Context: an optimization exercise on an open-source flow, tuned for small area, a short achievable clock period and few clock cycles. The choices shown serve that exercise and are no tape-out recipe. The RTL was checked by simulation tests, not by an equivalence proof against the original design. The clock port is modelled as an ideal driver, which makes a skipped or thinned clock tree look cheaper than it is; a real chip needs a root buffer or a tree. Power and IR drop assume default switching activity.

red:
Design friet_stream_top, start of the top module:
module friet_stream_top #(
    parameter int DIN_DOUT_WIDTH = 32
) (
    input  wire                        clk,
    input  wire                        reg_compare_tag_rst,
    input  wire friet_pkg::inst_t      inst,
    input  wire                        inst_valid,
    output logic                       inst_ready,
    input  wire [DIN_DOUT_WIDTH-1:0]   din,
    input  wire                        din_last,
    input  wire                        din_valid,
    output logic                       din_ready,
    output logic [DIN_DOUT_WIDTH-1:0]  dout,
    output logic                       dout_last,
    output logic                       dout_valid,
    input  wire                        dout_ready
);
Size: roughly 780 cells after synthesis, about 78 I/O pins.
export LEC_CHECK = 0
export ABC_AREA = 1
export CAP_MARGIN = 20
export CORE_MARGIN = 2
export CORE_UTILIZATION = 40
export CTS_BUF_LIST = sky130_fd_sc_hd__clkbuf_8 sky130_fd_sc_hd__clkbuf_16
export CTS_CLUSTER_DIAMETER = 100
export CTS_CLUSTER_SIZE = 30
export SETUP_SLACK_MARGIN = 3.8
export SLEW_MARGIN = 20
create_clock -name core_clock -period 6.0 [get_ports {clk}]
standard.sh (not shown) runs the stock make flow with config.mk's settings and CLKGATE_MAP_FILE= SYNTH_SCRIPT=/design/flow/synth_recipe.tcl, a recipe that flattens the netlist after the stock synthesis.
==> flow/flow/run.sh <==
#!/bin/bash
# The standard layout, with plain buffers (not delay cells) on the ports.
set -euo pipefail
bash standard.sh "BUFFER_PORTS_ARGS=-buffer_cell sky130_fd_sc_hd__buf_1" finish > standard.log 2>&1
red did not stop at any stage, and its layout met the timing, design-rule and antenna checks.
Testbench counts of red, summed over its fixed seeds: cycles 15,718.
Here is what was changed in the inputs of blue compared with red.
- putting PLACE_DENSITY at 0.7 where nothing was set
- swapping 40 for 50 in CORE_UTILIZATION
## What came out
Going from red to blue, core utilization of the finished layout grows by 11 points.
blue has less setup slack than red.
Comparing blue and red, the higher power was measured on red.
Taking blue as 1.0, red lands at 0.846 on largest vdd supply drop.
Looking at worst setup path startpoint, the o0_d[10]$_DFFE_PP_ result is from blue; the o0_l$_DFFE_PP_ one comes from red.
Against red, blue comes in 0.2 points lower on combinational cell fraction of total power.
blue: sequential share of layout area 0.60 points above red
Wire length is lower on blue
Diff red -> blue | number of tap cells inserted | decrease of 56
[inputs] green vs blue
- clearing PLACE_DENSITY, which used to be 0.7
- swapping 3.8 for 3.95 in SETUP_SLACK_MARGIN
- swapping 50 for 40 in CORE_UTILIZATION
--- outcome ---
- Area of the multi-input gates delta for green relative to blue: about 4.5% higher
- Cmp green vs blue: global-route usage lower in green
- Compared with blue, green shows final layout net count that has gone up slightly.
- Number of non-clock buffers in the layout, green vs blue: up by a few percent
- Relative to blue, post-layout total power increased by about 3% in green.
## Diff of input files: orange against green
- changing SETUP_SLACK_MARGIN from 3.95 to 3.8
==> flow/flow/run.sh <==
#!/bin/bash
# The standard layout, with plain buffers (not delay cells) on the
# ports and no dummy loads in the clock tree.
set -euo pipefail
bash standard.sh "BUFFER_PORTS_ARGS=-buffer_cell sky130_fd_sc_hd__buf_1" \
  "CTS_ARGS=-sink_clustering_enable -repair_clock_nets -sink_clustering_size 30 -sink_clustering_max_diameter 100 -buf_list {sky130_fd_sc_hd__clkbuf_8 sky130_fd_sc_hd__clkbuf_16} -dont_use_dummy_load" \
  finish > standard.log 2>&1
Results
green was carried through to the last stage, and its layout satisfied the timing, design-rule and antenna checks. orange: flow completed, timing, DRC and antenna clean. green → orange: power after layout went down, global routing met3 resource utilization went down, remaining routing DRC violations did not really move. When orange is measured against green, its global-route track usage on met1 turns out 0.32 points lower. In orange the internal power consumption turned out about 2% lower than in green. orange vs green, via count went down by 1.1%. orange ended up with a higher clock skew than green did. Vias per cell (orange over green): decrease, about 0.5%. Side by side, combinational power turned out lower in orange than in green.

---

friet_stream_top, a different RTL version from the one above (not shown whole).
Size: ~890 cells after synthesis.
export LEC_CHECK = 0
export ABC_AREA = 1
export CAP_MARGIN = 20
export CORE_MARGIN = 2
export CORE_UTILIZATION = 40
export CTS_BUF_LIST = sky130_fd_sc_hd__clkbuf_8 sky130_fd_sc_hd__clkbuf_16
export CTS_CLUSTER_DIAMETER = 100
export CTS_CLUSTER_SIZE = 30
export SETUP_SLACK_MARGIN = 3.8
export SLEW_MARGIN = 20
create_clock -name core_clock -period 6.0 [get_ports {clk}]
run.sh (not shown) runs the stock make flow with config.mk's settings and CLKGATE_MAP_FILE= SYNTH_SCRIPT=/design/flow/synth_recipe.tcl, a recipe that flattens the netlist after the stock synthesis.
Stock flow here: none of the scripts above is used.
Testbench counts at the start, summed over its fixed seeds: cycles 15,718.
Rerun with:
==> flow/flow/run.sh (new file) <==
#!/bin/bash
# The standard layout, with plain buffers (not delay cells) on the ports.
set -euo pipefail
bash standard.sh "BUFFER_PORTS_ARGS=-buffer_cell sky130_fd_sc_hd__buf_1" finish > standard.log 2>&1
==> flow/standard.sh (new file) <==
#!/bin/bash
# synth_recipe.tcl (not shown) runs the flow's synth.tcl, then flattens the netlist and writes it again
# the make line also repeats each setting of config.mk as NAME=value (left out here)
make -C /OpenROAD-flow-scripts/flow DESIGN_CONFIG=/design/flow/config.mk WORK_HOME=/design/flow/orfs CLKGATE_MAP_FILE= SYNTH_SCRIPT=/design/flow/synth_recipe.tcl "${@:-finish}"
removed: flow/run.sh
What happened:
- power shrinks by 4.1%
- clock skew went down by 0.014 ns
- flip-flop and latch count stays the same

---

Setup of wip/willow:
The RTL this note starts from:
==> flow/design.v <==
`default_nettype none
package friet_pkg;
    parameter int block_width = 128;
    parameter int lane_width = 32;
    typedef logic [block_width-1:0] block_t;
    typedef enum logic [3:0] {
        inst_load_key = 4'd1,
        inst_encrypt  = 4'd2,
        inst_decrypt  = 4'd3,
        inst_tag      = 4'd4,
        inst_verify   = 4'd5
    } inst_t;
    typedef enum logic [1:0] {
        core_load    = 2'd0,
        core_encrypt = 2'd1,
        core_decrypt = 2'd2,
        core_squeeze = 2'd3
    } core_oper_t;
    parameter logic [2:0] verdict_fixed_bits = 3'b111;
endpackage
`default_nettype wire
`timescale 1ns/10ps
`default_nettype none
module friet_stream_top #(
    parameter int DIN_DOUT_WIDTH = 32
) (
    input  wire                        clk,
    input  wire                        reg_compare_tag_rst,
    input  wire friet_pkg::inst_t      inst,
    input  wire                        inst_valid,
    output logic                       inst_ready,
    input  wire [DIN_DOUT_WIDTH-1:0]   din,
    input  wire                        din_last,
    input  wire                        din_valid,
    output logic                       din_ready,
    output logic [DIN_DOUT_WIDTH-1:0]  dout,
    output logic                       dout_last,
    output logic                       dout_valid,
    input  wire                        dout_ready
);
    localparam int W = DIN_DOUT_WIDTH;
    localparam int LD = 0;
    localparam int EN = 1;
    localparam int DE = 2;
    localparam int TG = 3;
    localparam int VF = 4;
    logic [W-1:0] lane [0:3];
    logic [3:0] p, p_n;          
    logic [3:0] rsel, rsel_n;    
    logic [1:0] wcnt, wcnt_n;
    logic zero, zero_n;          
    logic [4:0] op, op_n;        
    logic [3:0] pend, pend_n;    
    logic [4:0] dec, pdec;
    logic known;
    logic iready, iready_n;
    logic vlast, vlast_n;        
    logic [3:0] diff;            
    logic [W-1:0] o0_d, o1_d;
    logic o0_l, o1_l;
    logic o0_v, o0_v_n;
    logic o1_v, o1_v_n;
    logic drdy, drdy_n;          
    logic qstep, qstep_n;        
    logic dmask, dmask_n;        
    logic [3:0] wep, wep_n;      
    logic [W-1:0] rd;
    logic [W-1:0] x;
    logic [W-1:0] res;
    logic res_l;
    logic [W-1:0] wdata;
    logic step;
    logic enq;
    logic deq;
    logic fin;
    logic free;
    logic blk_end;
    logic wr;
    logic inst_hs;
    always_comb begin
        rd = '0;
        for (int i = 0; i < 4; i++) begin
            rd = rd | (lane[i] & {W{rsel[i]}});
        end
    end
    assign x = rd ^ (din & {W{dmask}});
    assign res = x | {{(W-4){1'b0}}, {3{vlast}}, vlast & (|diff)};
    assign res_l = vlast | (op[TG] & (wcnt == 2'd3)) | ((op[EN] | op[DE]) & din_last);
    assign wdata = op[EN] ? x : din;
    assign inst_ready = iready;
    assign din_ready = drdy;
    assign dout = o0_d;
    assign dout_last = o0_l;
    assign dout_valid = o0_v;
    assign step = qstep | (din_valid & drdy);
    assign enq = step & (op[EN] | op[DE] | op[TG] | vlast);
    assign deq = o0_v & dout_ready;
    assign blk_end = step & (wcnt == 2'd3);
    assign fin = vlast ? step : (op[TG] ? blk_end : (step & ~op[VF] & din_last));
    assign free = ~(|op) | fin;
    assign wr = op[LD] | op[EN] | op[DE];
    assign inst_hs = inst_valid & iready;
    always_comb begin
        dec = '0;
        case (inst)
            friet_pkg::inst_load_key: dec[LD] = 1'b1;
            friet_pkg::inst_encrypt:  dec[EN] = 1'b1;
            friet_pkg::inst_decrypt:  dec[DE] = 1'b1;
            friet_pkg::inst_tag:      dec[TG] = 1'b1;
            friet_pkg::inst_verify:   dec[VF] = 1'b1;
            default:                  dec = '0;
        endcase
    end
    always_comb begin
        pdec = '0;
        case (pend)
            friet_pkg::inst_load_key: pdec[LD] = 1'b1;
            friet_pkg::inst_encrypt:  pdec[EN] = 1'b1;
            friet_pkg::inst_decrypt:  pdec[DE] = 1'b1;
            friet_pkg::inst_tag:      pdec[TG] = 1'b1;
            default:                  pdec[VF] = 1'b1;
        endcase
    end
    assign known = |dec;
    always_comb begin
        op_n = op;
        pend_n = pend;
        iready_n = iready;
        if (free) begin
            iready_n = 1'b1;
            if (!iready) op_n = pdec;
            else if (inst_hs) op_n = dec;
            else op_n = '0;
        end else if (inst_hs) begin
            iready_n = ~known;
        end
        if (iready) pend_n = inst;
        p_n = p;
        wcnt_n = wcnt;
        zero_n = zero;
        vlast_n = vlast;
        if (step && !vlast) begin
            wcnt_n = wcnt + 2'd1;
            if (blk_end && (op[EN] || op[DE])) p_n = {p[1:0], p[3:2]};
            else p_n = {p[2:0], p[3]};
            if (blk_end && wr) zero_n = 1'b0;
            if (blk_end && op[VF]) vlast_n = 1'b1;
        end
        if (step && vlast) vlast_n = 1'b0;
        if (deq) o0_v_n = o1_v | enq;
        else o0_v_n = o0_v | enq;
        o1_v_n = o1_v ? ~deq : (enq & o0_v & ~deq);
        if (reg_compare_tag_rst) begin
            op_n = '0;
            iready_n = 1'b1;
            p_n = 4'b0001;
            wcnt_n = 2'd0;
            zero_n = 1'b1;
            vlast_n = 1'b0;
            o0_v_n = 1'b0;
            o1_v_n = 1'b0;
        end
        rsel_n = p_n & {4{~(zero_n | vlast_n)}};
        dmask_n = (op_n[EN] | op_n[DE] | op_n[VF]) & ~vlast_n;
        drdy_n = op_n[LD] | (op_n[VF] & ~vlast_n) | ((op_n[EN] | op_n[DE]) & ~o1_v_n);
        qstep_n = (op_n[TG] | vlast_n) & ~o1_v_n;
        wep_n = p_n & {4{drdy_n & (op_n[LD] | op_n[EN] | op_n[DE])}};
    end
    always_ff @(posedge clk) begin
        op <= op_n;
        pend <= pend_n;
        iready <= iready_n;
        p <= p_n;
        wcnt <= wcnt_n;
        zero <= zero_n;
        vlast <= vlast_n;
        o0_v <= o0_v_n;
        o1_v <= o1_v_n;
        rsel <= rsel_n;
        dmask <= dmask_n;
        drdy <= drdy_n;
        qstep <= qstep_n;
        wep <= wep_n;
    end
    always_ff @(posedge clk) begin
        if (step && op[VF] && !vlast) begin
            for (int k = 0; k < 4; k++) begin
                diff[k] <= ((wcnt != 2'd0) & diff[k]) | (|x[8*k +: 8]);
            end
        end
    end
    always_ff @(posedge clk) begin
        for (int i = 0; i < 4; i++) begin
            if (din_valid && wep[i]) lane[i] <= wdata;
        end
    end
    always_ff @(posedge clk) begin
        if (!o0_v || dout_ready) begin
            o0_d <= o1_v ? o1_d : res;
            o0_l <= o1_v ? o1_l : res_l;
        end
        if (!o1_v) begin
            o1_d <= res;
            o1_l <= res_l;
        end
    end
endmodule
`default_nettype wire
export LEC_CHECK = 0
export ABC_AREA = 0
export CAP_MARGIN = 20
export CORE_MARGIN = 2
export CORE_UTILIZATION = 40
export CTS_BUF_LIST = sky130_fd_sc_hd__clkbuf_8 sky130_fd_sc_hd__clkbuf_16
export CTS_CLUSTER_DIAMETER = 100
export CTS_CLUSTER_SIZE = 30
export SETUP_SLACK_MARGIN = 3.8
export SLEW_MARGIN = 20
create_clock -name core_clock -period 6.0 [get_ports {clk}]
standard.sh (not shown) runs the stock make flow with config.mk's settings and CLKGATE_MAP_FILE= SYNTH_SCRIPT=/design/flow/synth_recipe.tcl, a recipe that flattens the netlist after the stock synthesis.
==> flow/flow/run.sh <==
#!/bin/bash
# The standard layout, with plain buffers (not delay cells) on the
# ports, no dummy loads in the clock tree, and a clock tree of two levels:
# after clock tree synthesis the buffers of the H-tree's branch level are
# taken out, so the root buffer drives the leaf buffers directly; every
# register's clock keeps going through the same number of buffers.
set -euo pipefail
PORTS="BUFFER_PORTS_ARGS=-buffer_cell sky130_fd_sc_hd__buf_1"
CTS="CTS_ARGS=-sink_clustering_enable -repair_clock_nets -sink_clustering_size 30 -sink_clustering_max_diameter 100 -buf_list {sky130_fd_sc_hd__clkbuf_8 sky130_fd_sc_hd__clkbuf_16} -dont_use_dummy_load"
bash standard.sh "$PORTS" "$CTS" cts > standard_cts.log 2>&1
openroad -no_init -exit flow/flatten_clock_tree.tcl > flatten_clock_tree.log 2>&1
bash standard.sh "$PORTS" "$CTS" finish > standard_finish.log 2>&1
==> flow/flow/flatten_clock_tree.tcl <==
# Takes the branch-level buffers (clkbuf_1_*, clkbuf_2_*, ...) out of the
# clock tree: each one's loads move to the net that drives it. The root
# buffer (clkbuf_0_*) and the leaf buffers stay.
set odb orfs/results/sky130hd/friet_stream_top/base/4_cts.odb
read_db $odb
set block [ord::get_db_block]
set n 0
foreach inst [$block getInsts] {
  set name [$inst getName]
  if {[regexp {^clkbuf_[1-9][0-9]*_} $name]} {
    set in_it [$inst findITerm A]
    set out_it [$inst findITerm X]
    set in_net [$in_it getNet]
    set out_net [$out_it getNet]
    foreach it [$out_net getITerms] {
      if {[$it getInst] ne $inst} {
        $it disconnect
        $it connect $in_net
      }
    }
    $in_it disconnect
    $out_it disconnect
    odb::dbInst_destroy $inst
    odb::dbNet_destroy $out_net
    incr n
  }
}
puts "removed $n branch-level clock buffers"
write_db $odb
Testbench counts of wip/willow, summed over its fixed seeds: cycles 15,718.
The following lists how wip/sierra was set up differently from wip/willow:
Settings: ABC_AREA now 1, was 0.
==> results.txt <==
wip/sierra vs. wip/willow: number of buffer and inverter stages on the critical path went down by 2.
From wip/willow to wip/sierra the numbers moved as follows: arithmetic-cell share of the synthesized area counting full adders, half adders and majority gates held, maximum number of pins on one net before global-route repair went down about 11%, area after synthesis went up 110 um2, via count went up about 4.7%.
wip/sierra vs wip/willow: iteration-0 DRC count of the detailed router up by more than 10%
--- input diff wip/sierra..wip/violet ---
Settings: SETUP_SLACK_MARGIN: 3.8 -> 3.95.
### Flow results
[compare] base=wip/sierra new=wip/violet: average wire per cell in the routed design now smaller; final design area excluding fillers climbed 2.2%.
Taking wip/sierra as the reference, in wip/violet global-route total usage across every layer fell by 0.38 points; first-pass GRT wire length fell by 270 um.
Comparing wip/sierra and wip/violet, the higher portion of total power attributed to the clock network is on wip/sierra.
Input changes introduced in wip/maple (baseline for comparison: wip/violet):
Settings: swapping 3.95 for 3.8 in SETUP_SLACK_MARGIN; swapping 40 for 55 in CORE_UTILIZATION.
==> comparison <==
wip/maple ended with every stage complete and zero timing, DRC or antenna violations.
Lower non-clock buffer instance count of the final layout goes to wip/violet over wip/maple.
Per the comparison of wip/maple with wip/violet, design area decreased about 2.6%; initial core utilization rose by 16 points; global-route usage increased 7.4 points; die area fell by 27%; proportion of power drawn by combinational gates saw a decrease.
Cells: wip/maple has fewer instances than wip/violet
The run showing the greater worst setup slack after placement is wip/maple.
The inputs of wip/onyx differ from those of wip/maple as listed below.
Settings: a change of CORE_UTILIZATION from 55 to 40.
--- a/flow/flow/run.sh
+++ b/flow/flow/run.sh
@@ -9 +9 @@
-CTS="CTS_ARGS=-sink_clustering_enable -repair_clock_nets -sink_clustering_size 30 -sink_clustering_max_diameter 100 -buf_list {sky130_fd_sc_hd__clkbuf_8 sky130_fd_sc_hd__clkbuf_16} -dont_use_dummy_load"
+CTS="CTS_ARGS=-sink_clustering_enable -repair_clock_nets -sink_clustering_size 20 -sink_clustering_max_diameter 70 -buf_list {sky130_fd_sc_hd__clkbuf_8 sky130_fd_sc_hd__clkbuf_16} -dont_use_dummy_load"
==> comparison <==
Between wip/maple and wip/onyx, wire length after detailed routing is lower for wip/onyx, wip/maple comes in above that. Worst hold slack (lower): wip/onyx. Maximum number of pins on one net before global-route repair (wip/onyx over wip/maple): increase, about 1.9%. When wip/onyx is measured against wip/maple, its global-route wire length before repair turns out 2.2% lower. On worst slack after detailed placement, the lower figure sits with wip/onyx, not wip/maple. Per the comparison of wip/onyx with wip/maple, met2 global-route usage saw a decrease, final clock period utilization by the worst path fell 0.57 points. Sort wip/maple and wip/onyx by number of buffers outside the clock class in the layout asc -> top: wip/onyx. Relative to wip/maple, count of buffers added by post-CTS timing repair for setup has decreased by 1 in wip/onyx.
## Diff of input files: wip/delta against wip/onyx
Settings: a change of CORE_UTILIZATION from 40 to 30.
--- a/flow/flow/run.sh
+++ b/flow/flow/run.sh
@@ -9 +9 @@
-CTS="CTS_ARGS=-sink_clustering_enable -repair_clock_nets -sink_clustering_size 20 -sink_clustering_max_diameter 70 -buf_list {sky130_fd_sc_hd__clkbuf_8 sky130_fd_sc_hd__clkbuf_16} -dont_use_dummy_load"
+CTS="CTS_ARGS=-sink_clustering_enable -repair_clock_nets -sink_clustering_size 30 -sink_clustering_max_diameter 100 -buf_list {sky130_fd_sc_hd__clkbuf_8 sky130_fd_sc_hd__clkbuf_16} -dont_use_dummy_load"
### Flow results
Compared wip/delta vs wip/onyx, and first-pass GRT wire length is up in wip/delta.
Routed length on met2 (wip/delta over wip/onyx): increase, 3.9%
Measured against each other, wip/onyx and wip/delta differ in met1 routed wirelength after detailed routing, the lower figure coming from wip/onyx.
Placeable core area: lower on wip/onyx
Maximum VDD drop (wip/delta vs. wip/onyx) decreases by more than a quarter

-- afterwards: timing with drivers on the ports --
The flow's constraints put no driver on any port. The routed layouts listed below were extracted and timed again, unchanged, in two steps. Step 1 assumes that a clkbuf_16 drives the clock port and a buf_2 every other input. Step 2 times the ports against the registers' clock, not the clock port: input delays grow and output delays shrink by t, the midpoint of the rising clock arrivals with the driver on. a / b / c = ideal / step 1 / step 2; a / b = the first two.
run	shift t [ns]	setup WS [ns]	hold slack, ns	latest minus earliest clock arrival (ns)
red	0.506	3.793 / 3.750 / 3.476	0.454 / 0.454 / 0.454	0.011 / 0.011
blue	0.504	3.788 / 3.743 / 3.375	0.457 / 0.457 / 0.457	0.015 / 0.015
green	0.511	3.750 / 3.703 / 3.515	0.456 / 0.456 / 0.456	0.022 / 0.022
orange	0.494	3.808 / 3.767 / 3.482	0.453 / 0.453 / 0.453	0.028 / 0.027
the first run of note 2	0.509	3.789 / 3.743 / 3.329	0.466 / 0.466 / 0.466	0.025 / 0.024
the second run of note 2	0.506	3.811 / 3.766 / 3.463	0.466 / 0.466 / 0.466	0.014 / 0.014
wip/willow	0.436	3.516 / 3.533 / 3.097	0.478 / 0.478 / 0.478	0.025 / 0.025
wip/sierra	0.427	3.866 / 3.820 / 3.509	0.451 / 0.451 / 0.451	0.027 / 0.027
wip/violet	0.434	3.803 / 3.758 / 3.531	0.456 / 0.456 / 0.456	0.028 / 0.028
wip/maple	0.416	3.817 / 3.777 / 3.435	0.463 / 0.463 / 0.463	0.032 / 0.031
wip/onyx	0.467	3.851 / 3.808 / 3.450	0.446 / 0.446 / 0.446	0.024 / 0.024
wip/delta	0.432	3.823 / 3.780 / 3.447	0.455 / 0.455 / 0.455	0.028 / 0.028
After both steps setup and hold are still met in every run listed. The setup slack of the first run of note 2, which loses most, moves by -0.046 ns with the drivers and by -0.460 ns with both steps.
